Background: an optimization exercise with open tools, aiming at a short achievable clock period and few clock cycles per item. Do not read the settings as production practice. Only simulation tests tie the RTL to the original design; equivalence was not proved. Power figures rest on the tool's default switching activity, not on a simulated workload.

<file path="design.v">
package mips_pkg;
    typedef logic [31:0] word_t;                     
    typedef logic [4:0]  reg_addr_t;                 
    localparam logic [5:0] OP_RTYPE = 6'h00;
    localparam logic [5:0] OP_BEQ   = 6'h04;
    localparam logic [5:0] OP_BNE   = 6'h05;
    localparam logic [5:0] OP_ADDIU = 6'h09;
    localparam logic [5:0] OP_SLTI  = 6'h0a;
    localparam logic [5:0] OP_ANDI  = 6'h0c;
    localparam logic [5:0] OP_ORI   = 6'h0d;
    localparam logic [5:0] OP_LW    = 6'h23;
    localparam logic [5:0] OP_SW    = 6'h2b;
    localparam logic [5:0] FN_ADDU = 6'h21;
    localparam logic [5:0] FN_SUBU = 6'h23;
    localparam logic [5:0] FN_AND  = 6'h24;
    localparam logic [5:0] FN_OR   = 6'h25;
    localparam logic [5:0] FN_SLT  = 6'h2a;
    function automatic word_t add32(input word_t a, input word_t b, input logic cin);
        word_t g, p, gg, pp, gn, pn;
        g  = a & b;
        p  = a ^ b;
        gg = g;
        pp = p;
        gg[0] = g[0] | (p[0] & cin);
        for (int d = 1; d < 32; d = d * 2) begin
            gn = gg;
            pn = pp;
            for (int i = d; i < 32; i++) begin
                gn[i] = gg[i] | (pp[i] & gg[i-d]);
                pn[i] = pp[i] & pp[i-d];
            end
            gg = gn;
            pp = pn;
        end
        add32 = p ^ {gg[30:0], cin};
    endfunction
    function automatic logic carry31(input word_t a, input word_t b, input logic cin);
        word_t g, p, gg, pp, gn, pn;
        g  = a & b;
        p  = a ^ b;
        gg = g;
        pp = p;
        gg[0] = g[0] | (p[0] & cin);
        for (int d = 1; d < 32; d = d * 2) begin
            gn = gg;
            pn = pp;
            for (int i = d; i < 32; i++) begin
                gn[i] = gg[i] | (pp[i] & gg[i-d]);
                pn[i] = pp[i] & pp[i-d];
            end
            gg = gn;
            pp = pn;
        end
        carry31 = gg[30];
    endfunction
    function automatic logic sum_eq(input word_t a, input word_t b, input word_t k,
                                    input logic cin);
        word_t r, c;
        r = a ^ b ^ k;
        c = {(a[30:0] & b[30:0]) | ((a[30:0] ^ b[30:0]) & ~k[30:0]), cin};
        sum_eq = (r == c);
    endfunction
    function automatic logic [16:0] add16(input logic [15:0] a, input logic [15:0] b,
                                         input logic cin);
        logic [15:0] g, p, gg, pp, gn, pn;
        g  = a & b;
        p  = a ^ b;
        gg = g;
        pp = p;
        gg[0] = g[0] | (p[0] & cin);
        for (int d = 1; d < 16; d = d * 2) begin
            gn = gg;
            pn = pp;
            for (int i = d; i < 16; i++) begin
                gn[i] = gg[i] | (pp[i] & gg[i-d]);
                pn[i] = pp[i] & pp[i-d];
            end
            gg = gn;
            pp = pn;
        end
        add16 = {gg[15], p ^ {gg[14:0], cin}};
    endfunction
    function automatic logic carry15(input logic [15:0] a, input logic [15:0] b,
                                     input logic cin);
        logic [15:0] g, p, gg, pp, gn, pn;
        g  = a & b;
        p  = a ^ b;
        gg = g;
        pp = p;
        gg[0] = g[0] | (p[0] & cin);
        for (int d = 1; d < 16; d = d * 2) begin
            gn = gg;
            pn = pp;
            for (int i = d; i < 16; i++) begin
                gn[i] = gg[i] | (pp[i] & gg[i-d]);
                pn[i] = pp[i] & pp[i-d];
            end
            gg = gn;
            pp = pn;
        end
        carry15 = gg[14];
    endfunction
endpackage
`timescale 1ns/1ps
module register_file (
    input  logic                clock,
    input  mips_pkg::reg_addr_t rs,
    input  mips_pkg::reg_addr_t rt,
    output mips_pkg::word_t     rs_data,
    output mips_pkg::word_t     rt_data,
    input  logic                wb_write,      
    input  mips_pkg::reg_addr_t wb_reg,
    input  mips_pkg::word_t     wb_data
);
    mips_pkg::word_t regs [31:1];
    always_ff @(posedge clock) begin
        if (wb_write) begin
            regs[wb_reg] <= wb_data;
        end
    end
    assign rs_data = (rs == 5'd0) ? '0 : regs[rs];
    assign rt_data = (rt == 5'd0) ? '0 : regs[rt];
endmodule
`timescale 1ns/1ps
module mips_core #(
    parameter mips_pkg::word_t RESET_PC = '0
) (
    input  logic                clock,
    input  logic                rst_n,
    output mips_pkg::word_t     imem_addr,
    input  mips_pkg::word_t     imem_data,
    output mips_pkg::word_t     dmem_addr,
    output mips_pkg::word_t     dmem_write_data,
    output logic                dmem_read,
    output logic                dmem_write,
    input  mips_pkg::word_t     dmem_read_data,
    output logic                wb_write,
    output mips_pkg::reg_addr_t wb_reg,
    output mips_pkg::word_t     wb_data
);
    logic rst_q;
    always_ff @(posedge clock) rst_q <= rst_n;
    logic stall;                                     
    logic redirect;                                  
    logic wrong;                                     
    mips_pkg::word_t r_alt;
    logic                d_wr, d_lw, d_sw, d_br, d_bne, d_same, d_pred, d_use_imm;
    logic                d_add, d_sub, d_and, d_or, d_slt, d_inv;
    mips_pkg::reg_addr_t d_dest;
    mips_pkg::word_t     d_imm, d_rs_snap, d_rt_snap;
    logic [7:0]          d_pcw;                      
    logic [8:0]          d_tlo;                      
    logic [13:0]         d_hi, d_hi_inc, d_hi_dec;   
    logic [1:0]          d_pcb;
    logic                d_fe_rs, d_fm_rs, d_fw_rs, d_fw2_rs, d_fs_rs;
    logic                d_fe_rt, d_fm_rt, d_fw_rt, d_fw2_rt, d_fs_rt;
    logic                e_wr, e_lw, e_sw, e_chk, e_bne, e_pred;
    logic                e_ldst;                     
    logic                e_add, e_sub, e_and, e_or, e_slt, e_cin, e_fix;
    mips_pkg::reg_addr_t e_dest;
    logic [15:0]         e_a_lo, e_a_h0, e_a_h1, e_b_lo, e_b_h0, e_b_h1;
    logic                e_a_c, e_b_c;
    logic                e_a_cn, e_b_cn;             
    mips_pkg::word_t     e_a, e_b, e_st, e_alt, e_pc4, e_tgt;
    mips_pkg::word_t     sum, logic_res, res;      
    logic [16:0]         s_lo, s_h0, s_h1;           
    logic                lt;
    logic                m_wr, m_lw, m_sw;
    mips_pkg::reg_addr_t m_dest;
    mips_pkg::word_t     m_res, m_addr, m_st;
    logic                w_wr, w2_wr;
    mips_pkg::reg_addr_t w_reg, w2_reg;
    mips_pkg::word_t     w_data, w2_data;
    mips_pkg::word_t pc, pc4, d_target;
    logic            d_taken;
    mips_pkg::word_t     wb_data_n;
    mips_pkg::reg_addr_t wb_reg_n;
    logic                wb_write_n, dmem_read_n;
    assign imem_addr = pc;
    assign pc4       = mips_pkg::add32(pc, 32'd4, 1'b0);
    logic d_cross, d_jump;                           
    assign d_jump = d_taken && !d_cross;
    always_ff @(posedge clock) begin
        if (!rst_q)         pc <= RESET_PC;
        else if (redirect)  pc <= r_alt;
        else if (!stall)    pc <= {pc4[31:12], d_jump ? d_target[11:0] : pc4[11:0]};
    end
    logic [5:0]          f_op, f_fn;
    mips_pkg::reg_addr_t f_rs, f_rt, f_rd, f_dest;
    logic                f_rtype_ok, f_imm_alu, f_lw, f_sw, f_br;
    logic                f_use_rs, f_use_rt, f_wr, f_use_imm, f_sext;
    logic                f_add, f_sub, f_and, f_or, f_slt, f_inv;
    assign f_op = imem_data[31:26];
    assign f_rs = imem_data[25:21];
    assign f_rt = imem_data[20:16];
    assign f_rd = imem_data[15:11];
    assign f_fn = imem_data[5:0];
    always_comb begin
        f_rtype_ok = f_op == mips_pkg::OP_RTYPE &&
                     (f_fn == mips_pkg::FN_ADDU || f_fn == mips_pkg::FN_SUBU ||
                      f_fn == mips_pkg::FN_AND || f_fn == mips_pkg::FN_OR ||
                      f_fn == mips_pkg::FN_SLT);
        f_imm_alu  = f_op == mips_pkg::OP_ADDIU || f_op == mips_pkg::OP_SLTI ||
                     f_op == mips_pkg::OP_ANDI || f_op == mips_pkg::OP_ORI;
        f_lw       = f_op == mips_pkg::OP_LW;
        f_sw       = f_op == mips_pkg::OP_SW;
        f_br       = f_op == mips_pkg::OP_BEQ || f_op == mips_pkg::OP_BNE;
        f_use_rs   = (f_rtype_ok || f_imm_alu || f_lw || f_sw || f_br) && f_rs != 5'd0;
        f_use_rt   = (f_rtype_ok || f_sw || f_br) && f_rt != 5'd0;
        f_dest     = f_rtype_ok ? f_rd : f_rt;
        f_wr       = (f_rtype_ok || f_imm_alu || f_lw) && f_dest != 5'd0;
        f_use_imm  = f_imm_alu || f_lw || f_sw;
        f_sext     = !(f_op == mips_pkg::OP_ANDI || f_op == mips_pkg::OP_ORI);
        f_add      = (f_rtype_ok && f_fn == mips_pkg::FN_ADDU) || f_op == mips_pkg::OP_ADDIU ||
                     f_lw || f_sw;
        f_sub      = f_rtype_ok && f_fn == mips_pkg::FN_SUBU;
        f_and      = (f_rtype_ok && f_fn == mips_pkg::FN_AND) || f_op == mips_pkg::OP_ANDI;
        f_or       = (f_rtype_ok && f_fn == mips_pkg::FN_OR) || f_op == mips_pkg::OP_ORI;
        f_slt      = (f_rtype_ok && f_fn == mips_pkg::FN_SLT) || f_op == mips_pkg::OP_SLTI;
        f_inv      = f_sub || f_slt;                 
    end
    mips_pkg::word_t f_tlo, f_hi_inc, f_hi_dec;
    assign f_tlo    = mips_pkg::add32({24'd0, pc[9:2]}, {24'd0, imem_data[7:0]}, 1'b1);
    mips_pkg::word_t f_tc;
    logic            f_ct, f_cp, f_cross;
    logic [5:0]      f_s;
    assign f_tc    = mips_pkg::add32({22'd0, pc[11:2]}, {22'd0, imem_data[9:0]}, 1'b1);
    assign f_ct    = f_tc[10];
    assign f_cp    = &pc[11:3];
    assign f_s     = imem_data[15:10];
    assign f_cross = !((f_s == 6'd0 && f_ct == f_cp) || (f_s == 6'd1 && !f_ct && f_cp)
                       || (f_s == 6'h3f && f_ct && !f_cp));
    assign f_hi_inc = mips_pkg::add32({18'd0, pc[31:18]}, 32'd1, 1'b0);
    assign f_hi_dec = mips_pkg::add32({18'd0, pc[31:18]}, 32'hffff_ffff, 1'b0);
    logic f_he_rs, f_hm_rs, f_hw_rs, f_hw2_rs, f_he_rt, f_hm_rt, f_hw_rt, f_hw2_rt;
    assign f_he_rs  = f_use_rs && d_wr && d_dest == f_rs;
    assign f_hm_rs  = f_use_rs && e_wr && e_dest == f_rs;
    assign f_hw_rs  = f_use_rs && m_wr && m_dest == f_rs;
    assign f_hw2_rs = f_use_rs && w_wr && w_reg  == f_rs;
    assign f_he_rt  = f_use_rt && d_wr && d_dest == f_rt;
    assign f_hm_rt  = f_use_rt && e_wr && e_dest == f_rt;
    assign f_hw_rt  = f_use_rt && m_wr && m_dest == f_rt;
    assign f_hw2_rt = f_use_rt && w_wr && w_reg  == f_rt;
    mips_pkg::word_t f_rs_val, f_rt_val;
    register_file i_regs (
        .clock,
        .rs(f_rs), .rt(f_rt), .rs_data(f_rs_val), .rt_data(f_rt_val),
        .wb_write(w_wr), .wb_reg(w_reg), .wb_data(w_data)
    );
    mips_pkg::word_t ld_fwd, rv_rs, rv_rt;
    logic            needpred, br_eq;
    assign ld_fwd = m_lw ? dmem_read_data : m_res;
    assign rv_rs = ({32{d_fm_rs}} & ld_fwd) | ({32{d_fw_rs}} & w_data)
                 | ({32{d_fw2_rs}} & w2_data) | ({32{d_fs_rs}} & d_rs_snap);
    assign rv_rt = ({32{d_fm_rt}} & ld_fwd) | ({32{d_fw_rt}} & w_data)
                 | ({32{d_fw2_rt}} & w2_data) | ({32{d_fs_rt}} & d_rt_snap);
    mips_pkg::word_t d_tmid;
    logic [13:0]     d_thi;
    assign d_tmid   = mips_pkg::add32({24'd0, d_pcw}, {24'd0, d_imm[15:8]}, d_tlo[8]);
    assign d_thi    = (d_tmid[8] == d_imm[15]) ? d_hi : d_tmid[8] ? d_hi_inc : d_hi_dec;
    assign d_target = {d_thi, d_tmid[7:0], d_tlo[7:0], d_pcb};
    assign stall    = e_lw && (d_fe_rs || (d_fe_rt && !d_sw));
    assign needpred = d_fe_rs || d_fe_rt || (m_lw && (d_fm_rs || d_fm_rt));
    logic eq_mw, eq_mw2, eq_mt, eq_ww2, eq_wt, eq_w2t, eq_sm, eq_sw, eq_sw2, eq_st;
    assign eq_mw  = m_res   == w_data;
    assign eq_mw2 = m_res   == w2_data;
    assign eq_mt  = m_res   == d_rt_snap;
    assign eq_ww2 = w_data  == w2_data;
    assign eq_wt  = w_data  == d_rt_snap;
    assign eq_w2t = w2_data == d_rt_snap;
    assign eq_sm  = d_rs_snap == m_res;
    assign eq_sw  = d_rs_snap == w_data;
    assign eq_sw2 = d_rs_snap == w2_data;
    assign eq_st  = d_rs_snap == d_rt_snap;
    assign br_eq  = (d_fm_rs  && (d_fm_rt || (d_fw_rt && eq_mw) || (d_fw2_rt && eq_mw2) || (d_fs_rt && eq_mt)))
                 || (d_fw_rs  && ((d_fm_rt && eq_mw) || d_fw_rt || (d_fw2_rt && eq_ww2) || (d_fs_rt && eq_wt)))
                 || (d_fw2_rs && ((d_fm_rt && eq_mw2) || (d_fw_rt && eq_ww2) || d_fw2_rt || (d_fs_rt && eq_w2t)))
                 || (d_fs_rs  && ((d_fm_rt && eq_sm) || (d_fw_rt && eq_sw) || (d_fw2_rt && eq_sw2) || (d_fs_rt && eq_st)));
    logic pe;                                        
    assign pe      = d_pred && !d_cross;
    assign d_taken = d_br && (d_same ? d_pred : needpred ? pe : (br_eq != d_bne));
    always_ff @(posedge clock) begin
        if (!rst_q || redirect) begin                
            d_wr     <= 1'b0;
            d_lw     <= 1'b0;
            d_sw     <= 1'b0;
            d_br     <= 1'b0;
            d_fe_rs  <= 1'b0;
            d_fm_rs  <= 1'b0;
            d_fw_rs  <= 1'b0;
            d_fw2_rs <= 1'b0;
            d_fs_rs  <= 1'b0;
            d_fe_rt  <= 1'b0;
            d_fm_rt  <= 1'b0;
            d_fw_rt  <= 1'b0;
            d_fw2_rt <= 1'b0;
            d_fs_rt  <= 1'b0;
        end else if (!stall) begin
            d_wr     <= f_wr;
            d_lw     <= f_lw;
            d_sw     <= f_sw;
            d_br     <= f_br;
            d_fe_rs  <= f_he_rs;
            d_fm_rs  <= f_hm_rs && !f_he_rs;
            d_fw_rs  <= f_hw_rs && !f_he_rs && !f_hm_rs;
            d_fw2_rs <= f_hw2_rs && !f_he_rs && !f_hm_rs && !f_hw_rs;
            d_fs_rs  <= !f_he_rs && !f_hm_rs && !f_hw_rs && !f_hw2_rs;
            d_fe_rt  <= f_he_rt;
            d_fm_rt  <= f_hm_rt && !f_he_rt;
            d_fw_rt  <= f_hw_rt && !f_he_rt && !f_hm_rt;
            d_fw2_rt <= f_hw2_rt && !f_he_rt && !f_hm_rt && !f_hw_rt;
            d_fs_rt  <= !f_he_rt && !f_hm_rt && !f_hw_rt && !f_hw2_rt;
        end else begin                               
            d_fe_rs  <= 1'b0;                        
            d_fm_rs  <= d_fe_rs;
            d_fw_rs  <= 1'b0;
            d_fw2_rs <= 1'b0;
            d_fs_rs  <= !d_fe_rs;
            d_fe_rt  <= 1'b0;
            d_fm_rt  <= d_fe_rt;
            d_fw_rt  <= 1'b0;
            d_fw2_rt <= 1'b0;
            d_fs_rt  <= !d_fe_rt;
        end
    end
    always_ff @(posedge clock) begin
        if (!stall) begin
            d_dest    <= f_dest;
            d_use_imm <= f_use_imm;
            d_bne     <= f_op[0];
            d_same    <= f_rs == f_rt;
            d_cross   <= f_cross;
            d_pred    <= (f_rs == f_rt) ? !f_op[0] : f_op[0];
            d_add     <= f_add;
            d_sub     <= f_sub;
            d_and     <= f_and;
            d_or      <= f_or;
            d_slt     <= f_slt;
            d_inv     <= f_inv;
            d_imm     <= {{16{f_sext & imem_data[15]}}, imem_data[15:0]};
            d_pcw     <= pc[17:10];
            d_tlo     <= f_tlo[8:0];
            d_pcb     <= pc[1:0];
            d_hi      <= pc[31:18];
            d_hi_inc  <= f_hi_inc[13:0];
            d_hi_dec  <= f_hi_dec[13:0];
            d_rs_snap <= f_rs_val;
            d_rt_snap <= f_rt_val;
        end else begin
            d_rs_snap <= rv_rs;
            d_rt_snap <= rv_rt;
        end
    end
    always_ff @(posedge clock) begin
        if (!rst_q || stall || redirect) begin       
            e_wr  <= 1'b0;
            e_lw  <= 1'b0;
            e_sw  <= 1'b0;
            e_chk <= 1'b0;
            e_fix <= 1'b0;
        end else begin
            e_wr  <= d_wr;
            e_lw  <= d_lw;
            e_sw  <= d_sw;
            e_chk <= d_br && !d_same && needpred;
            e_fix <= d_taken && d_cross;
        end
    end
    always_ff @(posedge clock) begin
        e_dest <= d_dest;
        e_add  <= d_add;
        e_sub  <= d_sub;
        e_and  <= d_and;
        e_or   <= d_or;
        e_slt  <= d_slt;
        e_bne  <= d_bne;
        e_pred <= pe;
        e_cin  <= d_inv;
        e_pc4  <= pc4;
        e_tgt  <= d_target;
        e_ldst <= d_fe_rt && e_lw;
        {e_a_c, e_a_h1, e_a_h0, e_a_lo} <= fwd_split(d_fe_rs, rv_rs, 1'b0);
        e_a_cn <= !(d_fe_rs && (e_add || e_sub) && s_lo[16]);
        e_b_cn <= !(d_fe_rt && !d_use_imm && (e_add || e_sub) && s_lo[16]);
        {e_b_c, e_b_h1, e_b_h0, e_b_lo} <= fwd_split(d_fe_rt && !d_use_imm,
                                                     d_use_imm ? d_imm : rv_rt, d_inv);
        e_st   <= fwd_pick(d_fe_rt, rv_rt);
    end
    assign e_a  = {e_a_cn ? e_a_h0[15:8] : e_a_h1[15:8], e_a_c ? e_a_h1[7:0] : e_a_h0[7:0], e_a_lo};
    assign e_b  = {e_b_cn ? e_b_h0[15:8] : e_b_h1[15:8], e_b_c ? e_b_h1[7:0] : e_b_h0[7:0],
                   e_b_lo};                          
    assign s_lo = mips_pkg::add16(e_a_lo, e_b_lo, e_cin);
    assign s_h0 = mips_pkg::add16(e_a[31:16], e_b[31:16], 1'b0);
    assign s_h1 = mips_pkg::add16(e_a[31:16], e_b[31:16], 1'b1);
    assign sum  = {s_lo[16] ? s_h1[15:0] : s_h0[15:0], s_lo[15:0]};
    assign lt   = (e_a[31] == e_b[31]) ? e_a[31]
                : !(s_lo[16] ? mips_pkg::carry15(e_a[31:16], e_b[31:16], 1'b1)
                             : mips_pkg::carry15(e_a[31:16], e_b[31:16], 1'b0));
    assign logic_res = ({32{e_and}} & (e_a & e_b)) | ({32{e_or}} & (e_a | e_b))
                     | {31'd0, e_slt & lt};
    assign res       = ({32{e_add || e_sub}} & sum) | logic_res;
    function automatic mips_pkg::word_t fwd_pick(input logic fwd, input mips_pkg::word_t v);
        fwd_pick = ({32{fwd && (e_add || e_sub)}} & sum)
                 | ({32{fwd && !e_add && !e_sub}} & logic_res) | ({32{!fwd}} & v);
    endfunction
    function automatic logic [48:0] fwd_split(input logic fwd, input mips_pkg::word_t v,
                                              input logic inv);
        logic [15:0] lo, h0, h1;
        logic        c;
        lo = ({16{fwd && (e_add || e_sub)}} & s_lo[15:0])
           | ({16{fwd && !e_add && !e_sub}} & logic_res[15:0]) | ({16{!fwd}} & v[15:0]);
        h0 = ({16{fwd && (e_add || e_sub)}} & s_h0[15:0])
           | ({16{fwd && !e_add && !e_sub}} & logic_res[31:16]) | ({16{!fwd}} & v[31:16]);
        h1 = ({16{fwd && (e_add || e_sub)}} & s_h1[15:0])
           | ({16{fwd && !e_add && !e_sub}} & logic_res[31:16]) | ({16{!fwd}} & v[31:16]);
        c  = fwd && (e_add || e_sub) && s_lo[16];
        fwd_split = {c, h1 ^ {16{inv}}, h0 ^ {16{inv}}, lo ^ {16{inv}}};
    endfunction
    assign e_alt    = e_pred ? e_pc4 : e_tgt;        
    logic br_ok;
    assign br_ok    = e_a_lo == e_st[15:0]
                   && (e_a_c ? e_a_h1 == e_st[31:16] : e_a_h0 == e_st[31:16]);
    assign wrong    = e_fix || (e_chk && ((br_ok != e_bne) != e_pred));
    always_ff @(posedge clock) begin
        if (!rst_q) redirect <= 1'b0;
        else        redirect <= wrong;
        r_alt <= e_alt;
    end
    always_ff @(posedge clock) begin
        if (!rst_n) begin
            m_wr <= 1'b0;
            m_lw <= 1'b0;
            dmem_read_n <= 1'b1;
            m_sw <= 1'b0;
        end else begin
            m_wr <= e_wr;
            m_lw <= e_lw;
            dmem_read_n <= !e_lw;
            m_sw <= e_sw;
        end
    end
    always_ff @(posedge clock) begin
        m_dest <= e_dest;
        m_res  <= res;
        m_addr <= sum;                               
        m_st   <= e_ldst ? dmem_read_data : e_st;
    end
    assign dmem_addr       = m_addr;
    assign dmem_write_data = m_st;
    assign dmem_read       = !dmem_read_n;
    assign dmem_write      = m_sw;
    always_ff @(posedge clock) begin
        if (!rst_n) begin
            w_wr  <= 1'b0;
            w2_wr <= 1'b0;
            wb_write_n <= 1'b1;
        end else begin
            w_wr  <= m_wr;
            w2_wr <= w_wr;
            wb_write_n <= !m_wr;
        end
    end
    always_ff @(posedge clock) begin
        w_reg   <= m_dest;
        w_data  <= ld_fwd;
        wb_reg_n  <= ~m_dest;
        wb_data_n <= ~ld_fwd;
        w2_reg  <= w_reg;
        w2_data <= w_data;
    end
    assign wb_write = !wb_write_n;
    assign wb_reg   = ~wb_reg_n;
    assign wb_data  = ~wb_data_n;
endmodule
</file>
<file path="run.sh">
#!/bin/bash
# synth_recipe.tcl (not shown) runs the flow's synth.tcl, then flattens the netlist and writes it again
# the make line also repeats each setting of config.mk as NAME=value (left out here)
make -C /OpenROAD-flow-scripts/flow DESIGN_CONFIG=/design/flow/config.mk WORK_HOME=/design/flow/orfs CLKGATE_MAP_FILE= SYNTH_SCRIPT=/design/flow/synth_recipe.tcl finish
</file>
<file path="config.mk">
export PLATFORM = sky130hd
export DESIGN_NAME = mips_core
export DESIGN_NICKNAME = mips_core
export VERILOG_FILES = /design/flow/design.v
export SDC_FILE = /design/flow/constraint.sdc
export NUM_CORES = 4
export LEC_CHECK = 0
export ABC_CLOCK_PERIOD_IN_PS = 2500
export CAP_MARGIN = 20
export CORE_MARGIN = 2
export CORE_UTILIZATION = 55
export PLACE_DENSITY = 0.7
export SETUP_SLACK_MARGIN = 4.0
export SLEW_MARGIN = 20
export TNS_END_PERCENT = 100
</file>
<file path="constraint.sdc">
create_clock -name core_clock -period 7.0 [get_ports {clock}]
set_input_delay 1.4000 -clock core_clock [delete_from_list [all_inputs] [get_ports {clock}]]
set_output_delay 1.4000 -clock core_clock [all_outputs]
set_load 0.01 [all_outputs]
</file>
==> results.py, run 1 <==
metrics = {
    "job": {
        "drv_cap": 0,
    },
    "floorplan": {
        "die_h_um": 381,
        "start_util_pct": 55.3,
        "dieArea_um2": 145000,
        "die_x_um": 381,
        "io_pins": 202,
        "row_count": 138,
        "core_um2": 141000,
    },
    "yosys": {
        "synth_top_cells_by_count": "edfxtp_1, dfxtp_1, mux4_2",
        "syn_nets": 5974,
        "syn_area_per_cell_um2": 13.4,
        "synth_edf_count": 1085,
        "yosysWarnings": 2,
        "ys_seq_area_share_pct": 56.3,
        "synthCells": 5817,
        "synthDistinctLibCells": 75,
        "async_reset_ff_share_pct": 0,
        "yosysMostFrequentCell": "edfxtp_1",
        "synth_area_um2": 78200,
        "synthFlopType": "edfxtp_1",
        "yosys.area.top_type": "edfxtp_1",
        "ys_top_cells_by_area": "edfxtp_1, dfxtp_1, mux4_2",
        "synth_top_area_share_pct": 41.7,
        "ys_seq_elements": 1657,
    },
    "placement": {
        "dpl.hpwl_um": 162000,
        "pre_cts_ws_ns": 2.33,
        "place_inst": 7507,
        "io_buffers": 201,
        "gp_congestion": 0.968,
    },
    "clock_tree": {
        "clk_latency_ns": 0.84,
        "cts_sinks": 1657,
        "hold_buffers": 0,
        "root_buffer": "clkbuf_16",
        "cts_tree": "done",
        "htree_levels": 4,
        "cts_buffer_depth": 3,
        "numCtsBuffers": 172,
        "clk_pin_slew_ns": 0.06,
    },
    "worst_setup_path": {
        "critPathKind": "reg2reg",
        "crit_buf_inv": 1,
        "path_cells": "buf_4 > mux2_2 > a21boi_0 > mux2_2 > o21a_1 > a21oi_2 > xor2_1",
        "rrSetupSlack_ns": 3.74,
        "cp_slowest_stage_delay_ns": 1.02,
        "crit_family": "compound AO/OA/AOI/OAI gates",
        "required_ns": 7.68,
        "crit_path_max_fanout": 25,
        "rr_startpoint": "m_lw",
        "worst_setup_path_end_kind": "flop",
        "critPathArrivalTime_ns": 3.94,
        "r2r_cells": 7,
        "worstReg2RegEnd": "e_b_lo[12]",
        "crit_top_cell": "mux2_2",
        "worstSetupStartpointType": "flop",
        "crit_path_top_delay_cell": "a21boi_0",
    },
    "power": {
        "power.leakage_uw": 0.0341,
        "peakVddDrop_mv": 0.234,
        "power.density_nw_per_um2": 251,
    },
    "timing": {
        "hold_viol_final": 0,
        "finalWorstPathRequiredPeriod_ns": 3.26,
        "fin_ws_ns": 3.74,
        "finalSetupViolCount": 0,
        "finClkSkew_ns": 0.0352,
        "hold_ws_ns": 0.341,
        "rsz0062_at_grt": "yes",
        "period_share_pct": 46.5,
        "finalMaxSlewViolations": 0,
        "worst_pin_slew_ns": 1.30,
        "timing.fmax_mhz": 307,
        "slew_headroom_pct": 12.8,
        "setup-tns-final_ns": 0,
    },
    "finish": {
        "largest_reg_flops": 992,
        "nets": 6141,
        "syn_to_final_growth_pct": 17.7,
        "drive_above_1_share_pct": 26.8,
        "max_flop_register": "i_regs.regs",
        "final_cell_count_no_fill": 8033,
        "post-route-util_pct": 65.1,
    },
    "drt": {
        "via_per_inst": 6.78,
        "dr.pass1.iters": 10,
        "dr_total_vias": 54441,
        "routed_wl_um": 271000,
        "wire_per_inst_um": 33.8,
        "ant_nets": 0,
        "drc_errors": 0,
        "initialDrtViolationCount": 7801,
    },
    "global_routing": {
        "grt_pass1_vias": 52303,
        "grt_max_degree": 83,
        "antenna_found_initial": 14,
        "grt_pass1_wl_um": 373000,
        "grt_remaining_overflow": 0,
        "grtUsageTotal_pct": 35.9,
    },
    "outcome": {
        "status": "no timing/DRC/antenna violations",
    },
    "worst_hold_path": {
        "hp-class": "reg2reg",
        "hold_end": "e_and",
        "worstHoldStart": "d_and",
        "hold_path_depth": 0,
    },
}
==> placed cells by master, fill, tap and decap left out, types with 32 or more instances in the layout <==
master and count:
a21boi_0 47, a21oi_1 271, a21oi_2 36, a222oi_1 64, a22oi_1 34, buf_12 35
buf_4 230, clkbuf_16 193, clkdlybuf4s50_1 49, clkinv_2 42, dfxtp_1 403, dfxtp_2 91
dfxtp_4 78, dlygate4sd2_1 135, edfxtp_1 1085, ha_1 73, inv_1 224, mux2_2 136
mux2i_1 332, mux4_2 410, nand2_1 191, nand3_1 53, nand4_1 70, nor2_1 173
nor2_4 32, nor3_1 60, nor4_1 33, o21ai_0 169, o221ai_1 66, o22ai_1 129
xnor2_1 341, xor2_1 186
==> how the worst max path moves through the flow <==
stage	startpoint	cells past startpoint	endpoint	slack (ns)
2_1_floorplan	imem_data[0]	14	d_cross	3.45
3_3_place_gp	imem_data[17]	7	d_rt_snap[17]	2.34
3_5_place_dp	imem_data[17]	7	d_rt_snap[17]	2.33
4_1_cts	e_a_lo[0]	13	e_st[0]	3.74
5_1_grt	e_cin	14	e_b_lo[14]	3.74
6_report	m_lw	7	e_b_lo[12]	3.74
==> metal layers <==
layer  track usage, %  routed length (um)  vias to the layer above
li1                 -                   -                    22346
met1             47.6               99800                    27435
met2             54.9              121000                     3779
met3             8.93               33900                      871
met4             18.7               16400                       10
met5                0                 162                        -
==> area by class of cell <==
| class | count | area, um^2 |
|---|---|---|
| flip-flops and latches | 1657 | 44400 |
| repair buffers | 525 | 5580 |
| clock buffers | 230 | 4870 |
| fillers | 10077 | 49300 |
| clock inverters | 94 | 885 |
| well taps | 1890 | 2360 |
| diodes | 9 | 22.5 |
| multi-input cells | 3391 | 33000 |
| inverters | 237 | 913 |
==> stage by stage <==
step	total power (uW)	area [um^2]
floorplan	12700	79100
global placement	13600	81800
detailed placement	13600	81800
CTS	22900	89900
global route	23700	92100
finish	23100	92100
==> what timing repair did <==
action | in CTS | in global routing
pin swaps | 63 | 76
endpoints found under the setup margin | 462 | 232
cloned | 15 | 16
resized for setup | 575 | 267
setup buffers | 65 | 97
==> cell families (layout without fill, tap and decap cells) <==
logic type	after synthesis	in the layout	synth area share, %
AOI/OAI and AO/OA	1011	1012	8.24
xor gates and xnor gates	576	576	6.45
adders and majority gates	91	91	1.52
buffers and inverters	772	1086	4.08
DFF	1657	1657	56.3
muxes	911	911	18.4
other	0	9	0
and+or+nand+nor	799	801	4.97
==> power by group <==
group | switching, uW | internal, uW
clock | 4040 | 5200
sequential | 353 | 10600
combinational | 1630 | 1240
total | 6030 | 17100
Testbench counts, summed over its fixed seeds: cycles 44,930, instrs 43,169.
==> run 2: changes to the inputs <==
--- a/config.mk
+++ b/config.mk
@@ -8,8 +8,7 @@
 export ABC_CLOCK_PERIOD_IN_PS = 2500
 export CAP_MARGIN = 20
 export CORE_MARGIN = 2
-export CORE_UTILIZATION = 55
-export PLACE_DENSITY = 0.7
+export CORE_UTILIZATION = 40
 export SETUP_SLACK_MARGIN = 4.0
 export SLEW_MARGIN = 20
 export TNS_END_PERCENT = 100
==> run 2 against run 1 <==
Net effect:
- still clean on timing, DRC and antenna
- clock power is 2.8% higher
- power rose by 1.2%
- first-iteration DRC count down 1.5%
- critical path type unchanged
- highest routed layer unchanged
==> results.py, run 2 <==
metrics = {
    "floorplan": {
        "die_h_um": 446,
        "core_um2": 195000,
        "dieArea_um2": 199000,
        "start_util_pct": 40.2,
        "row_count": 162,
        "die_x_um": 446,
        "io_pins": 202,
    },
    "yosys": {
        "ys_seq_elements": 1657,
        "synthFlopType": "edfxtp_1",
        "synthDistinctLibCells": 75,
        "ys_top_cells_by_area": "edfxtp_1, dfxtp_1, mux4_2",
        "yosysWarnings": 2,
        "synth_top_area_share_pct": 41.7,
        "synthCells": 5817,
        "synth_top_cells_by_count": "edfxtp_1, dfxtp_1, mux4_2",
        "async_reset_ff_share_pct": 0,
        "syn_nets": 5974,
        "yosys.area.top_type": "edfxtp_1",
        "syn_area_per_cell_um2": 13.4,
        "yosysMostFrequentCell": "edfxtp_1",
        "synth_edf_count": 1085,
        "synth_area_um2": 78200,
        "ys_seq_area_share_pct": 56.3,
    },
    "timing": {
        "timing.fmax_mhz": 310,
        "period_share_pct": 46.1,
        "finalSetupViolCount": 0,
        "hold_viol_final": 0,
        "finalWorstPathRequiredPeriod_ns": 3.23,
        "finalMaxSlewViolations": 0,
        "worst_pin_slew_ns": 1.18,
        "rsz0062_at_grt": "yes",
        "slew_headroom_pct": 20.6,
        "fin_ws_ns": 3.77,
        "finClkSkew_ns": 0.0543,
        "setup-tns-final_ns": 0,
    },
    "power": {
        "p_seq_share_pct": 47.0,
        "p_int_uw": 17300,
        "peakVddDrop_mv": 0.194,
        "power.leakage_uw": 0.0341,
        "sw_frac_of_total_pct": 25.9,
        "p_clk_share_pct": 40.7,
        "p_comb_share_pct": 12.3,
        "power.density_nw_per_um2": 252,
        "p_switching_uw": 6070,
    },
    "placement": {
        "io_buffers": 201,
        "place_inst": 8171,
        "placed_cell_area_um2": 82700,
        "gp_congestion": 0.975,
        "dpl.hpwl_um": 172000,
        "pre_cts_ws_ns": 2.24,
    },
    "drt": {
        "wire_per_inst_um": 33.0,
        "dr.pass1.iters": 13,
        "initialDrtViolationCount": 7682,
        "dr_total_vias": 53922,
        "ant_nets": 0,
        "via_per_inst": 6.21,
        "drc_errors": 0,
        "routed_wl_um": 286000,
    },
    "clock_tree": {
        "clk_latency_ns": 0.87,
        "numCtsBuffers": 174,
        "htree_levels": 4,
        "clk_pin_slew_ns": 0.06,
        "root_buffer": "clkbuf_16",
        "cts_buffer_depth": 3,
        "cts_sinks": 1657,
        "cts_tree": "done",
    },
    "outcome": {
        "status": "no timing/DRC/antenna violations",
    },
    "finish": {
        "final_cell_count_no_fill": 8679,
        "max_flop_register": "i_regs.regs",
        "nets": 6140,
        "drive_above_1_share_pct": 26.4,
        "syn_to_final_growth_pct": 18.8,
        "post-route-util_pct": 47.8,
        "fillers": 16756,
        "most-common-layout-cells": "edfxtp_1, mux4_2, dfxtp_1",
        "fin_area_um2": 92900,
        "largest_reg_flops": 992,
        "final_common_cell": "edfxtp_1",
    },
    "worst_setup_path": {
        "critPathKind": "reg2reg",
        "crit_path_max_fanout": 4,
        "critPathArrivalTime_ns": 3.91,
        "rrSetupSlack_ns": 3.77,
        "r2r_cells": 13,
        "required_ns": 7.68,
        "worst_setup_path_end_kind": "flop",
        "worstSetupStartpointType": "flop",
    },
    "global_routing": {
        "grt.busiest_layer": "met2",
        "grtUsageMet3_pct": 5.41,
        "grtUsageMet2_pct": 43.6,
        "grt_pass1_vias": 51677,
        "antenna_found_initial": 24,
        "grt_util_met1_pct": 36.2,
        "grtUsageTotal_pct": 27.5,
        "grt_max_degree": 84,
        "grt_remaining_overflow": 0,
        "grt_pass1_wl_um": 389000,
    },
    "worst_hold_path": {
        "hp-class": "reg2reg",
        "hold_path_depth": 0,
    },
    "job": {
        "drv_cap": 0,
    },
}
run 2: cell types whose count changed in the layout (fill, tap and decap cells not counted), sizes merged, moves of 2 or more:
cell / previous run / this run
buf: 308 / 305
bufinv: 7 / 16
clkbuf: 249 / 259
clkdlybuf4s15: 6 / 12
clkinv: 71 / 59
diode: 9 / 4
dlygate4sd2: 135 / 127
inv: 244 / 242
run 2: cell families (layout without fill, tap and decap cells):
family / after synthesis / count (layout) / synth area share (%)
AND/OR/NAND/NOR: 799 / 802 / 4.97
XOR/XNOR: 576 / 576 / 6.45
other: 0 / 4 / 0
AO/OA/AOI/OAI: 1011 / 1012 / 8.24
flip-flops: 1657 / 1657 / 56.3
adder cells (fa/ha/maj): 91 / 91 / 1.52
multiplexers: 911 / 911 / 18.4
buffers and inverters: 772 / 1084 / 4.08
run 2: per-stage QoR:
| step | total power, uW | hold slack (ns) |
|---|---|---|
| 3_3_place_gp | 13600 | 0.327 |
| 2_1_floorplan | 12700 | 0.323 |
| 5_1_grt | 24000 | 0.347 |
| 6_report | 23400 | 0.339 |
| 3_5_place_dp | 13700 | 0.330 |
| 4_1_cts | 23200 | 0.334 |
run 2: power groups by stage:
stage / logic, uW / registers, uW / clock network, uW
2_1_floorplan: 1690 / 11000 / 0
4_1_cts: 2650 / 11000 / 9600
3_5_place_dp: 2450 / 11200 / 0
3_3_place_gp: 2430 / 11200 / 0
5_1_grt: 3030 / 11000 / 9970
6_report: 2880 / 11000 / 9510
run 2: per-layer routing:
metal  share of wire (%)  vias to the layer above
li1                    -                    22334
met5               0.022                        -
met1                  38                    27625
met3                  11                      706
met2                  46                     3249
met4                 5.1                        8
run 2: path summary, 6_finish.rpt:
check / from / to
min: d_and / e_and
max: e_cin / e_b_lo[0]
max reg2reg: e_cin / e_b_lo[0]
min reg2reg: d_and / e_and
run 2: final cells by class:
type                            count  area [um^2]  area share (%)
Timing Repair Buffer              521         5690            6.12
Sequential cell                  1657        44400            47.8
Clock buffer                      238         4800            5.16
Inverter                          237          913           0.983
Tap cell                         2542         3180            3.42
Antenna cell                        4         10.0          0.0108
Multi-Input combinational cell   3392        32900            35.4
Clock inverter                     88         1030            1.10
run 2: worst max-delay path, stage by stage (launching register included):
cell and delay (ns):
dfxtp_2 0.32, fa_2 0.44, inv_2 0.09, fa_2 0.21, nor2b_2 0.05, o21ai_2 0.16, a21boi_2 0.08, o41a_1 0.42
o211ai_4 0.38, and3_4 0.25, o311a_4 0.24, nor2_2 0.05, o41ai_2 0.25, xor2_1 0.10
run 2: timing repair:
item	in CTS	in global routing
setup endpoints to repair	525	222
pin swaps	68	80
resized for setup	576	306
hold buffers	0	0
cloned	14	17
buffers inserted	76	71
==> run 3: changes to the inputs <==
--- a/design.v
+++ b/design.v
@@ -142,8 +142,6 @@
     always_ff @(posedge clock) rst_q <= rst_n;
     logic stall;                                     
     logic redirect;                                  
-    logic wrong;                                     
-    mips_pkg::word_t r_alt;
     logic                d_wr, d_lw, d_sw, d_br, d_bne, d_same, d_pred, d_use_imm;
     logic                d_add, d_sub, d_and, d_or, d_slt, d_inv;
     mips_pkg::reg_addr_t d_dest;
@@ -173,18 +171,23 @@
     mips_pkg::word_t     w_data, w2_data;
     mips_pkg::word_t pc, pc4, d_target;
     logic            d_taken;
-    mips_pkg::word_t     wb_data_n;
+    mips_pkg::word_t     pc_n, wb_data_n;
     mips_pkg::reg_addr_t wb_reg_n;
     logic                wb_write_n, dmem_read_n;
-    assign imem_addr = pc;
+    assign imem_addr = ~pc_n;
     assign pc4       = mips_pkg::add32(pc, 32'd4, 1'b0);
     logic d_cross, d_jump;                           
     assign d_jump = d_taken && !d_cross;
     always_ff @(posedge clock) begin
         if (!rst_q)         pc <= RESET_PC;
-        else if (redirect)  pc <= r_alt;
+        else if (redirect)  pc <= e_alt;
         else if (!stall)    pc <= {pc4[31:12], d_jump ? d_target[11:0] : pc4[11:0]};
     end
+    always_ff @(posedge clock) begin
+        if (!rst_q)         pc_n <= ~RESET_PC;
+        else if (redirect)  pc_n <= ~e_alt;
+        else if (!stall)    pc_n <= ~{pc4[31:12], d_jump ? d_target[11:0] : pc4[11:0]};
+    end
     logic [5:0]          f_op, f_fn;
     mips_pkg::reg_addr_t f_rs, f_rt, f_rd, f_dest;
     logic                f_rtype_ok, f_imm_alu, f_lw, f_sw, f_br;
@@ -352,7 +355,7 @@
         end
     end
     always_ff @(posedge clock) begin
-        if (!rst_q || stall || redirect) begin       
+        if (!rst_q || stall) begin
             e_wr  <= 1'b0;
             e_lw  <= 1'b0;
             e_sw  <= 1'b0;
@@ -420,12 +423,7 @@
     logic br_ok;
     assign br_ok    = e_a_lo == e_st[15:0]
                    && (e_a_c ? e_a_h1 == e_st[31:16] : e_a_h0 == e_st[31:16]);
-    assign wrong    = e_fix || (e_chk && ((br_ok != e_bne) != e_pred));
-    always_ff @(posedge clock) begin
-        if (!rst_q) redirect <= 1'b0;
-        else        redirect <= wrong;
-        r_alt <= e_alt;
-    end
+    assign redirect = e_fix || (e_chk && ((br_ok != e_bne) != e_pred));
     always_ff @(posedge clock) begin
         if (!rst_n) begin
             m_wr <= 1'b0;
--- a/config.mk
+++ b/config.mk
@@ -8,7 +8,8 @@
 export ABC_CLOCK_PERIOD_IN_PS = 2500
 export CAP_MARGIN = 20
 export CORE_MARGIN = 2
-export CORE_UTILIZATION = 40
+export CORE_UTILIZATION = 55
+export PLACE_DENSITY = 0.7
 export SETUP_SLACK_MARGIN = 4.0
 export SLEW_MARGIN = 20
 export TNS_END_PERCENT = 100
==> run 3 against run 2 <==
Net effect:
- still clean on timing, DRC and antenna
- clock-buffer cell count shrank 2
- sequential power is essentially flat
- clock power shrank 2%
- critical path type unchanged
==> results.py, run 3 <==
metrics = {
    "outcome": {
        "status": "no timing/DRC/antenna violations",
    },
    "worst_setup_path": {
        "rrSetupSlack_ns": 3.66,
        "worstSetupStartpointType": "flop",
        "cp_slowest_stage_delay_ns": 0.39,
        "path_cells": "buf_12 > buf_12 > mux2i_4 > xnor2_2 > nor4_4 > nand3_2 > buf_6 > or3_4 > a31oi_4 > buf_12 > buf_16 > buf_12 > buf_12 > buf_16 > nand2_2 > o21ai_1 > and2_1",
        "worst_setup_path_end_kind": "flop",
        "critPathArrivalTime_ns": 4.12,
        "critPathKind": "reg2reg",
        "crit_path_top_delay_cell": "dfxtp_4",
        "required_ns": 7.78,
        "crit_top_cell": "buf_12",
        "crit_path_max_fanout": 6,
    },
    "yosys": {
        "yosysMostFrequentCell": "edfxtp_1",
        "syn_area_per_cell_um2": 13.5,
        "yosys.area.top_type": "edfxtp_1",
        "ys_top_cells_by_area": "edfxtp_1, dfxtp_1, mux4_2",
        "synthFlopType": "edfxtp_1",
        "async_reset_ff_share_pct": 0,
        "yosysWarnings": 2,
        "synthDistinctLibCells": 78,
        "synth_area_um2": 78300,
        "synth_top_cells_by_count": "edfxtp_1, dfxtp_1, mux4_2",
        "ys_seq_elements": 1656,
        "synth_top_area_share_pct": 41.6,
        "syn_nets": 5976,
        "synth_edf_count": 1085,
        "ys_seq_area_share_pct": 56.2,
        "synthCells": 5819,
    },
    "finish": {
        "max_flop_register": "i_regs.regs",
        "drive_above_1_share_pct": 27.0,
        "syn_to_final_growth_pct": 19.0,
        "post-route-util_pct": 65.9,
        "largest_reg_flops": 992,
        "nets": 6164,
        "fillers": 9889,
        "multi_input_area_um2": 33900,
        "most-common-layout-cells": "edfxtp_1, dfxtp_1, mux4_2",
        "final_cell_count_no_fill": 8053,
        "final_common_cell": "edfxtp_1",
        "seq_area_um2": 44200,
    },
    "floorplan": {
        "die_x_um": 381,
        "dieArea_um2": 145000,
        "start_util_pct": 55.4,
        "core_um2": 141000,
        "die_h_um": 381,
        "io_pins": 202,
        "row_count": 138,
    },
    "power": {
        "power.leakage_uw": 0.0348,
        "peakVddDrop_mv": 0.240,
        "power.density_nw_per_um2": 250,
    },
    "timing": {
        "finalMaxSlewViolations": 0,
        "finClkSkew_ns": 0.0378,
        "setup-tns-final_ns": 0,
        "rsz0062_at_grt": "yes",
        "hold_viol_final": 0,
        "finalSetupViolCount": 0,
        "finalWorstPathRequiredPeriod_ns": 3.34,
        "timing.fmax_mhz": 300,
        "worst_pin_slew_ns": 1.04,
        "slew_headroom_pct": 30.2,
        "period_share_pct": 47.7,
    },
    "clock_tree": {
        "clk_pin_slew_ns": 0.06,
        "cts_tree": "done",
        "root_buffer": "clkbuf_16",
        "clk_latency_ns": 0.84,
        "cts_sinks": 1656,
        "htree_levels": 4,
        "numCtsBuffers": 171,
        "cts_buffer_depth": 3,
    },
    "placement": {
        "io_buffers": 201,
        "place_inst": 7534,
        "gp_congestion": 1.02,
        "dpl.hpwl_um": 163000,
    },
    "global_routing": {
        "grt_max_degree": 99,
        "grt_pass1_wl_um": 378000,
        "grt_pass1_vias": 52725,
        "grtUsageTotal_pct": 36.2,
        "grt_remaining_overflow": 0,
        "antenna_found_initial": 18,
    },
    "job": {
        "drv_cap": 0,
    },
    "drt": {
        "wire_per_inst_um": 33.9,
        "dr_total_vias": 54976,
        "dr.pass1.iters": 11,
        "via_per_inst": 6.83,
        "ant_nets": 0,
        "drc_errors": 0,
        "routed_wl_um": 273000,
        "initialDrtViolationCount": 8364,
    },
    "worst_hold_path": {
        "hp-class": "reg2reg",
    },
}
[run 3: cell types whose count changed in the layout (fill, tap and decap cells not counted), sizes merged, moves of 19 or more]
| cell | previous run | this run |
|---|---|---|
| xnor2 | 377 | 341 |
| a22oi | 34 | 9 |
| mux2 | 136 | 101 |
| o211ai | 14 | 34 |
| mux4 | 410 | 429 |
| nor2 | 211 | 231 |
| a2bb2oi | 0 | 31 |
[run 3: kinds of logic after synthesis]
group | synth area share (%)
AO/OA/AOI/OAI | 8.66
XOR/XNOR | 6.23
adder cells (fa/ha/maj) | 1.52
buffers and inverters | 3.99
flip-flops | 56.2
multiplexers | 18.3
AND/OR/NAND/NOR | 5.15
[run 3: worst max-delay path, delay by kind of cell, from the launching register on]
kind            cells  cell delay, ns
simple gates        5            1.08
buf+inv             8            1.07
flops               1            0.39
compound gates      2            0.37
mux                 1            0.24
xor+xnor            1            0.12
[run 3: final timing paths]
path | start | endpoint | cells past startpoint
max | e_a_c | pc[18] | 17
min | d_or | e_or | 0
max reg2reg | e_a_c | pc[18] | 17
min reg2reg | d_or | e_or | 0
[run 3: cell type report]
type,instances,share of cell area [%]
clock buffers,236,5.07
multi-input cells,3405,36.3
well taps,1890,2.54
inverters,237,0.988
clock inverters,84,1.06
repair buffers,536,6.53
flip-flops and latches,1656,47.5
diodes,9,0.0242
[run 3: stage by stage]
stage / power [uW] / hold slack [ns] / cell area [um^2] / setup slack (ns)
2_1_floorplan: 12700 / 0.323 / 79200 / 3.41
3_3_place_gp: 13600 / 0.324 / 82000 / 1.59
3_5_place_dp: 13700 / 0.329 / 82100 / 1.50
4_1_cts: 23000 / 0.337 / 91200 / 3.76
5_1_grt: 23900 / 0.336 / 93200 / 3.60
6_report: 23300 / 0.333 / 93200 / 3.66
[run 3: where the power goes]
group,leakage (uW),internal [uW],switching [uW]
Sequential,0.0152,10700,358
Clock,0.00279,5320,4020
Combinational,0.0168,1280,1690
Total,0.0348,17300,6060
[run 3: repair_timing]
action                                 in CTS  in global routing
resized for setup                         692                249
setup buffers                              85                 62
hold buffers                                0                  0
pin swaps                                  62                 95
cloned                                     25                 17
endpoints found under the hold margin       0                  0
setup endpoints to repair                 629                240
[run 3: routing by layer]
metal	global-route usage (%)	up-vias	routed length (um)
met5	0	-	52
met3	10.0	822	37300
met4	18.3	8	16700
met1	48.9	27606	98900
met2	54.0	4110	120000
li1	-	22430	-
Testbench counts of run 3, summed over its fixed seeds: cycles 44,473, instrs 43,169.
==> run 4: changes to the inputs <==
--- a/design.v
+++ b/design.v
@@ -143,6 +143,7 @@
     logic stall;                                     
     logic redirect;                                  
     logic                d_wr, d_lw, d_sw, d_br, d_bne, d_same, d_pred, d_use_imm;
+    logic                d_rs_zero, d_rt_zero;       
     logic                d_add, d_sub, d_and, d_or, d_slt, d_inv;
     mips_pkg::reg_addr_t d_dest;
     mips_pkg::word_t     d_imm, d_rs_snap, d_rt_snap;
@@ -279,9 +280,33 @@
                  || (d_fw_rs  && ((d_fm_rt && eq_mw) || d_fw_rt || (d_fw2_rt && eq_ww2) || (d_fs_rt && eq_wt)))
                  || (d_fw2_rs && ((d_fm_rt && eq_mw2) || (d_fw_rt && eq_ww2) || d_fw2_rt || (d_fs_rt && eq_w2t)))
                  || (d_fs_rs  && ((d_fm_rt && eq_sm) || (d_fw_rt && eq_sw) || (d_fw2_rt && eq_sw2) || (d_fs_rt && eq_st)));
+    logic zk, ex_zero;
+    logic [15:0]     zx_lo;
+    logic [3:0]      zh_add, zh_and;                 
+    logic [1:0]      zh_a, zh_b;
     logic pe;                                        
+    assign zk      = ((d_fe_rs && d_rt_zero) || (d_fe_rt && d_rs_zero)) && !e_lw && !e_slt;
+    function automatic logic hi_sum_zero(input logic [15:0] a, input logic [15:0] b,
+                                         input logic c);
+        hi_sum_zero = ((a ^ b) ^ {a[14:0] | b[14:0], c}) == 16'd0;
+    endfunction
+    assign zx_lo     = (e_a_lo ^ e_b_lo) ^ {e_a_lo[14:0] | e_b_lo[14:0], e_cin};
+    assign zh_add[0] = hi_sum_zero(e_a_h0, e_b_h0, e_a_lo[15] | e_b_lo[15]);
+    assign zh_add[1] = hi_sum_zero(e_a_h1, e_b_h0, e_a_lo[15] | e_b_lo[15]);
+    assign zh_add[2] = hi_sum_zero(e_a_h0, e_b_h1, e_a_lo[15] | e_b_lo[15]);
+    assign zh_add[3] = hi_sum_zero(e_a_h1, e_b_h1, e_a_lo[15] | e_b_lo[15]);
+    assign zh_and[0] = (e_a_h0 & e_b_h0) == 16'd0;
+    assign zh_and[1] = (e_a_h1 & e_b_h0) == 16'd0;
+    assign zh_and[2] = (e_a_h0 & e_b_h1) == 16'd0;
+    assign zh_and[3] = (e_a_h1 & e_b_h1) == 16'd0;
+    assign zh_a      = {e_a_h1 == 16'd0, e_a_h0 == 16'd0};
+    assign zh_b      = {e_b_h1 == 16'd0, e_b_h0 == 16'd0};
+    assign ex_zero = ((e_add || e_sub) && zx_lo == 16'd0 && zh_add[{e_b_c, e_a_c}])
+                  || (e_and && (e_a_lo & e_b_lo) == 16'd0 && zh_and[{e_b_c, e_a_c}])
+                  || (e_or && e_a_lo == 16'd0 && e_b_lo == 16'd0 && zh_a[e_a_c] && zh_b[e_b_c]);
     assign pe      = d_pred && !d_cross;
-    assign d_taken = d_br && (d_same ? d_pred : needpred ? pe : (br_eq != d_bne));
+    assign d_taken = d_br && (d_same ? d_pred : zk ? (ex_zero != d_bne)
+                                     : needpred ? pe : (br_eq != d_bne));
     always_ff @(posedge clock) begin
         if (!rst_q || redirect) begin                
             d_wr     <= 1'b0;
@@ -332,7 +357,9 @@
             d_use_imm <= f_use_imm;
             d_bne     <= f_op[0];
             d_same    <= f_rs == f_rt;
+            d_rs_zero <= f_rs == 5'd0;
             d_cross   <= f_cross;
+            d_rt_zero <= f_rt == 5'd0;
             d_pred    <= (f_rs == f_rt) ? !f_op[0] : f_op[0];
             d_add     <= f_add;
             d_sub     <= f_sub;
@@ -365,7 +392,7 @@
             e_wr  <= d_wr;
             e_lw  <= d_lw;
             e_sw  <= d_sw;
-            e_chk <= d_br && !d_same && needpred;
+            e_chk <= d_br && !d_same && needpred && !zk;
             e_fix <= d_taken && d_cross;
         end
     end
==> run 4 against run 3 <==
Net effect:
- largest power group unchanged
- via count up 0.51%
- clock-buffer cell count down 8
- synthesized cell count up 2.5%
- clock power about the same
- first-iteration DRC count down 5.9%
- die area up 4.3%
- power up 1.7%
- hold slack better by 0.014 ns
- maximum frequency down 8.4%
==> results.py, run 4 <==
metrics = {
    "outcome": {
        "status": "no timing/DRC/antenna violations",
    },
    "drt": {
        "initialDrtViolationCount": 7873,
        "via_per_inst": 6.74,
        "dr_total_vias": 55256,
        "routed_wl_um": 279000,
        "dr.pass1.iters": 9,
        "ant_nets": 0,
        "drc_errors": 0,
        "wire_per_inst_um": 34.1,
    },
    "worst_setup_path": {
        "required_ns": 7.73,
        "r2r_cells": 11,
        "crit_path_top_delay_cell": "dfxtp_1",
        "crit_cells": 11,
        "critPathKind": "reg2reg",
        "crit_path_max_fanout": 7,
        "crit_top_cell": "nand4_1",
        "crit_family": "compound AO/OA/AOI/OAI gates",
        "critPathArrivalTime_ns": 4.37,
        "worstSetupStartpointType": "flop",
        "cp_slowest_stage_delay_ns": 0.44,
        "path_cells": "xnor2_1 > nand4_1 > nor4_2 > nand4_1 > a31oi_1 > a2111oi_4 > mux2i_1 > a311oi_4 > buf_12 > mux2_4 > o21a_1",
        "rrSetupSlack_ns": 3.36,
        "worst_setup_path_end_kind": "flop",
        "crit_buf_inv": 1,
    },
    "power": {
        "power.leakage_uw": 0.0349,
        "sw_frac_of_total_pct": 26.6,
        "peakVddDrop_mv": 0.277,
        "p_switching_uw": 6300,
        "p_seq_share_pct": 47.0,
        "power.density_nw_per_um2": 248,
        "p_int_uw": 17400,
        "p_clk_share_pct": 39.5,
        "p_comb_share_pct": 13.6,
    },
    "global_routing": {
        "antenna_found_initial": 24,
        "grt_max_degree": 76,
        "grtUsageTotal_pct": 36.2,
        "grt_pass1_vias": 54236,
        "grt_remaining_overflow": 0,
        "grt_pass1_wl_um": 391000,
    },
    "yosys": {
        "synthCells": 5964,
        "ys_seq_elements": 1658,
        "synth_edf_count": 1087,
        "async_reset_ff_share_pct": 0,
        "synth_top_cells_by_count": "edfxtp_1, mux4_2, dfxtp_1",
        "synth_area_um2": 81700,
        "synthFlopType": "edfxtp_1",
        "synthDistinctLibCells": 79,
        "syn_area_per_cell_um2": 13.7,
        "yosys.area.top_type": "edfxtp_1",
        "ys_top_cells_by_area": "edfxtp_1, mux4_2, dfxtp_1",
        "yosysMostFrequentCell": "edfxtp_1",
        "syn_nets": 6245,
        "yosysWarnings": 2,
        "synth_top_area_share_pct": 39.9,
        "ys_seq_area_share_pct": 53.9,
    },
    "timing": {
        "worst_pin_slew_ns": 1.21,
        "rsz0062_at_grt": "yes",
        "fin_ws_ns": 3.36,
        "timing.fmax_mhz": 275,
        "finalSetupViolCount": 0,
        "finalMaxSlewViolations": 0,
        "period_share_pct": 52.0,
        "setup-tns-final_ns": 0,
        "finClkSkew_ns": 0.0495,
        "hold_viol_final": 0,
        "slew_headroom_pct": 18.4,
        "hold_ws_ns": 0.347,
        "finalWorstPathRequiredPeriod_ns": 3.64,
    },
    "clock_tree": {
        "numCtsBuffers": 173,
        "cts_tree": "done",
        "htree_levels": 4,
        "root_buffer": "clkbuf_16",
        "hold_buffers": 0,
        "clk_latency_ns": 0.83,
        "cts_sinks": 1658,
        "clk_pin_slew_ns": 0.06,
        "cts_buffer_depth": 3,
    },
    "finish": {
        "seq_area_um2": 44400,
        "fillers": 10680,
        "multi_input_area_um2": 36600,
        "final_common_cell": "edfxtp_1",
        "drive_above_1_share_pct": 27.5,
        "post-route-util_pct": 64.7,
        "max_flop_register": "i_regs.regs",
        "nets": 6387,
        "most-common-layout-cells": "edfxtp_1, mux4_2, dfxtp_1",
        "syn_to_final_growth_pct": 16.8,
        "largest_reg_flops": 992,
    },
    "placement": {
        "pre_cts_ws_ns": 1.96,
        "dpl.hpwl_um": 168000,
        "io_buffers": 201,
        "gp_congestion": 1.01,
    },
    "worst_hold_path": {
        "hp-class": "reg2reg",
        "hold_path_depth": 0,
    },
    "job": {
        "drv_cap": 0,
    },
    "floorplan": {
        "start_util_pct": 55.4,
        "core_um2": 148000,
        "dieArea_um2": 152000,
        "die_x_um": 390,
        "io_pins": 202,
        "row_count": 141,
        "die_h_um": 390,
    },
}
run 4: final timing paths:
kind | start | end
setup reg to reg | w2_data[7] | pc[11]
setup / recovery | w2_data[7] | pc[11]
hold / removal | d_slt | e_slt
hold reg to reg | d_slt | e_slt
run 4: logic make-up (layout without fill, tap and decap cells):
logic type               Yosys count  after routing  share of synthesized area (%)
XOR/XNOR                         628            628                           6.73
buffers and inverters            850           1140                           4.22
AND/OR/NAND/NOR                  953            953                           5.68
adder cells (fa/ha/maj)          215            215                           3.36
multiplexers                     853            853                           19.4
other                              0              8                              0
flip-flops                      1658           1658                           53.9
AO/OA/AOI/OAI                    807            809                           6.71
run 4: per-stage QoR:
| stage | std cells | area [um^2] | power, uW |
|---|---|---|---|
| floorplan | 5964 | 82800 | 13000 |
| global placement | 7691 | 85500 | 14000 |
| global route | 8192 | 95500 | 24300 |
| detailed placement | 7691 | 85500 | 14000 |
| finish | 8194 | 95500 | 23700 |
| CTS | 8121 | 93900 | 23500 |
run 4: final cells by class:
cell class	count	share of cell area, %
repair buffers	472	5.16
repair inverters	1	0.00786
inverters	342	1.38
diodes	8	0.0210
clock inverters	97	1.01
well taps	1930	2.53
multi-input cells	3458	38.3
clock buffers	228	5.04
flip-flops and latches	1658	46.5
run 4: layer usage:
layer	vias to the layer above	routed length (um)	global-route usage, %
met3	748	33400	8.05
met4	4	15400	17.9
met5	-	25	0
met1	27972	103000	49.3
met2	3755	128000	55.3
li1	22777	-	-
run 4: power by group through the flow:
stage / clock (uW) / sequential, uW / combinational [uW]
after floorplan: 0 / 11000 / 1940
after global placement: 0 / 11300 / 2660
after detailed placement: 0 / 11300 / 2670
after CTS: 9400 / 11100 / 2970
after global routing: 9800 / 11100 / 3390
final: 9360 / 11100 / 3220
run 4: repair_timing:
item,in CTS,in global routing
pin swaps,64,97
cloned,16,5
setup buffers,89,59
resized for setup,559,226
endpoints found under the hold margin,0,0
endpoints found under the setup margin,490,294
Testbench counts of run 4, summed over its fixed seeds: cycles 44,083, instrs 43,169.

-- re-timing with driven ports --
The flow's constraints put no driver on any port. The routed layouts listed below were extracted and timed again, unchanged, in two steps.
Step 1 assumes that a clkbuf_16 drives the clock port and a buf_2 every other input.
Step 2, shift: input delay + t, output delay - t, t = (earliest + latest rising clock arrival at the registers) / 2. This alone moves slack from input paths to output paths.
Three values: ideal ports, drivers, drivers and shift; two values: the first two.
| run | t, ns | slack for setup (ns) | hold WS [ns] | worst register clock-pin slew, ns | pins driven straight from the clock port |
|---|---|---|---|---|---|
| run 1 | 0.909 | 3.742 / 3.742 / 2.978 | 0.341 / 0.341 / 0.341 | 0.07 / 0.07 | 1 |
| run 2 | 0.927 | 3.774 / 3.774 / 3.040 | 0.339 / 0.339 / 0.339 | 0.08 / 0.08 | 1 |
| run 3 | 0.905 | 3.664 / 3.664 / 2.917 | 0.333 / 0.333 / 0.333 | 0.07 / 0.07 | 1 |
| run 4 | 0.887 | 3.358 / 3.358 / 2.913 | 0.347 / 0.347 / 0.347 | 0.08 / 0.08 | 1 |
After both steps every run listed still meets setup and hold. For run 1, which loses most, drivers alone change the setup slack by 0.000 ns; drivers and shift together by -0.764 ns.
